Source: an optimization exercise on an open RTL-to-GDS flow (aim: small area, a short achievable clock period and few clock cycles). Production flows keep margins and buffers that such runs may drop.
In this exercise RTL edits were held to simulation tests only and were not proved equivalent to the original.
Power and IR drop assume default switching activity.

## lsu_top
module lsu_top (
  input  logic                        clk,
  input  logic                        rst_n,
  input  logic                        start,
  input  logic [1:0]                  mode,
  input  logic [31:0]                 len,
  input  logic [31:0]                 block_factor,
  input  logic [31:0]                 addr_offset,
  output logic                        done,
  input  logic [BEAT_W-1:0]           in_data,
  input  logic                        in_valid,
  output logic                        in_ready,
  output logic [BEAT_W-1:0]           out_data,
  output logic                        out_valid,
  input  logic                        out_ready,
  output logic [NUM_BANKS*12-1:0]     bank_addr,
  output logic [NUM_BANKS*WORD_W-1:0] bank_d,
  output logic [NUM_BANKS-1:0]        bank_ce,
  output logic [NUM_BANKS-1:0]        bank_we,
  input  logic [NUM_BANKS*WORD_W-1:0] bank_q
);
  logic        st_run;
  logic        ld_run;
  logic        we_q;       
  logic        done_q;
  logic [11:0] nb_q;       
  logic [11:0] rem;        
  logic [11:0] addr_inc;
  logic [1:0]  bank;
  logic [11:0] addr;
  logic [7:0]  kh;         
  logic [11:0] beats;      
  logic        act;        
  logic        lastb;      
  logic        blk_end;    
  logic        bf_is1;
  logic        use_nb;     
  logic [11:0] sn_rem;
  logic        sn_blk_end;
  logic        sn_use_nb;
  logic [1:0]  sn_bank;
  logic [11:0] sn_addr;
  logic [3:0]  ce_q;
  logic [11:0] addr_q;
  logic [63:0] d_q;
  logic        rv1, rv2, rv3;
  ...
Settings: LEC_CHECK=0, CAP_MARGIN=20, CORE_AREA=5 5 615 615, CTS_CLUSTER_DIAMETER=100, CTS_CLUSTER_SIZE=20, DIE_AREA=0 0 620 620, SETUP_SLACK_MARGIN=3.2, SLEW_MARGIN=20; clock period 5.5 ns.
standard.sh (not shown) runs the stock make flow with config.mk's settings and CLKGATE_MAP_FILE= SYNTH_SCRIPT=/design/flow/synth_recipe.tcl, a recipe that flattens the netlist after the stock synthesis.
==> flow/flow/run.sh <==
#!/bin/bash
# Standard ORFS layout, with two changes to how it is made:
# - the port buffers use the smallest buffer cell;
# - the pins of one bit slice (bit i of every in_data word, bank_q word,
#   out_data word and bank_d word) are placed next to each other, as are the
#   four bank_addr pins of one address bit and the four bank_we pins, so the
#   logic of a slice sits together at the edge.
set -euo pipefail
export BUFFER_PORTS_ARGS="-buffer_cell sky130_fd_sc_hd__buf_1"
args=""
for i in $(seq 0 63); do
  g=""
  for s in $(seq 0 7); do g+=" in_data[$((64*s+i))]"; done
  for b in $(seq 0 3); do g+=" bank_q[$((64*b+i))]"; done
  for s in $(seq 0 7); do g+=" out_data[$((64*s+i))]"; done
  for b in $(seq 0 3); do g+=" bank_d[$((64*b+i))]"; done
  args+=" -group_pins {${g# }}"
done
for i in $(seq 0 11); do
  args+=" -group_pins {bank_addr[$i] bank_addr[$((12+i))] bank_addr[$((24+i))] bank_addr[$((36+i))]}"
done
args+=" -group_pins {bank_we[0] bank_we[1] bank_we[2] bank_we[3]}"
export PLACE_PINS_ARGS="$args"
bash standard.sh > standard_flow.log 2>&1
Testbench counts at the start, summed over its fixed seeds: cycles 26,420.
Change:
==> flow/flow/run.sh (replaced) <==
#!/bin/bash
# Standard ORFS layout; the port buffers use the smallest buffer cell.
set -euo pipefail
export BUFFER_PORTS_ARGS="-buffer_cell sky130_fd_sc_hd__buf_1"
bash standard.sh > standard_flow.log 2>&1
--- a/flow/config.mk
+++ b/flow/config.mk
@@ -13 +13 @@
-export SETUP_SLACK_MARGIN = 3.2
+export SETUP_SLACK_MARGIN = 3.1
After rerunning:
- The changed run ran to the end with no violations
- clock power rises by about a fifth
- sequential share of layout area came out lower by 0.80 points
- cell count is higher slightly
Change:
==> flow/flow/run.sh (replaced) <==
#!/bin/bash
# Standard ORFS layout, with two changes to how it is made:
# - the port buffers use the smallest buffer cell;
# - the pins of one bit slice (bit i of every in_data word, bank_q word,
#   out_data word and bank_d word) are placed next to each other, and the
#   control pins (bank addresses and enables, transfer parameters, handshakes)
#   form one more group, so the logic behind each group sits together.
set -euo pipefail
export BUFFER_PORTS_ARGS="-buffer_cell sky130_fd_sc_hd__buf_1"
args=""
for i in $(seq 0 63); do
  g=""
  for s in $(seq 0 7); do g+=" in_data[$((64*s+i))]"; done
  for b in $(seq 0 3); do g+=" bank_q[$((64*b+i))]"; done
  for s in $(seq 0 7); do g+=" out_data[$((64*s+i))]"; done
  for b in $(seq 0 3); do g+=" bank_d[$((64*b+i))]"; done
  args+=" -group_pins {${g# }}"
done
g=""
for i in $(seq 0 11); do
  for b in $(seq 0 3); do g+=" bank_addr[$((12*b+i))]"; done
done
for b in $(seq 0 3); do g+=" bank_ce[$b] bank_we[$b]"; done
g+=" start mode[0] mode[1] in_valid in_ready out_valid out_ready done"
for i in $(seq 3 14); do g+=" len[$i]"; done
for i in $(seq 0 11); do g+=" block_factor[$i] addr_offset[$i]"; done
args+=" -group_pins {${g# }}"
export PLACE_PINS_ARGS="$args"
bash standard.sh > standard_flow.log 2>&1
--- a/flow/config.mk
+++ b/flow/config.mk
@@ -13 +13 @@
-export SETUP_SLACK_MARGIN = 3.1
+export SETUP_SLACK_MARGIN = 3.0
Effect: Final cell count fell by 1.7%; fmax rises by 0.85%; utilization went down by 1.2 points; combinational power goes down by 39%; final area came out lower by 10%; routed wire length shrinks by 54%.
Change:
--- a/flow/flow/run.sh
+++ b/flow/flow/run.sh
@@ -5,3 +5,3 @@
-#   out_data word and bank_d word) are placed next to each other, and the
-#   control pins (bank addresses and enables, transfer parameters, handshakes)
-#   form one more group, so the logic behind each group sits together.
+#   out_data word and bank_d word) are placed next to each other, as are the
+#   four bank_addr pins of one address bit and the four bank_we pins, so the
+#   logic of a slice sits together at the edge.
@@ -19 +18,0 @@
-g=""
@@ -21 +20 @@
-  for b in $(seq 0 3); do g+=" bank_addr[$((12*b+i))]"; done
+  args+=" -group_pins {bank_addr[$i] bank_addr[$((12+i))] bank_addr[$((24+i))] bank_addr[$((36+i))]}"
@@ -23,5 +22 @@
-for b in $(seq 0 3); do g+=" bank_ce[$b] bank_we[$b]"; done
-g+=" start mode[0] mode[1] in_valid in_ready out_valid out_ready done"
-for i in $(seq 3 14); do g+=" len[$i]"; done
-for i in $(seq 0 11); do g+=" block_factor[$i] addr_offset[$i]"; done
-args+=" -group_pins {${g# }}"
+args+=" -group_pins {bank_we[0] bank_we[1] bank_we[2] bank_we[3]}"
--- a/flow/config.mk
+++ b/flow/config.mk
@@ -10,2 +9,0 @@
-export CTS_CLUSTER_DIAMETER = 100
-export CTS_CLUSTER_SIZE = 20
=> Final area climbs by a few percent; power is higher by about a fifth; first-iteration DRC count shrinks slightly; worst hold slack is better by 0.0042 ns; non-clock buffer count rises by 4.

-- afterwards: timing with drivers on the ports --
How much do the figures lean on ideal ports? The routed layouts below were timed once more, with nothing changed but the port constraints.
Step 1 (the two cells are an assumption about what drives the block):
set clk [get_ports {clk}]
set_driving_cell -lib_cell sky130_fd_sc_hd__clkbuf_16 $clk
set_driving_cell -lib_cell sky130_fd_sc_hd__buf_2 [delete_from_list [all_inputs] $clk]
Step 2, shift: input delay + t, output delay - t, t = (earliest + latest rising clock arrival at the registers) / 2. This alone moves slack from input paths to output paths.
a / b / c = no drivers / after step 1 / after step 2; a / b = the first two.
run | t, ns | slack for setup (ns) | worst slew at a driven data input, ns
the first run | 0.792 | 3.069 / 2.975 / 2.233 | 0.36
the second run | 0.841 | 2.976 / 2.894 / 2.454 | 0.43
the third run | 0.785 | 2.997 / 2.997 / 2.404 | 0.12
the fourth run | 0.867 | 2.971 / 2.878 / 2.537 | 0.37
After both steps setup and hold are still met in every run listed. For the first run, which loses most, drivers alone change the setup slack by -0.094 ns; drivers and shift together by -0.836 ns.
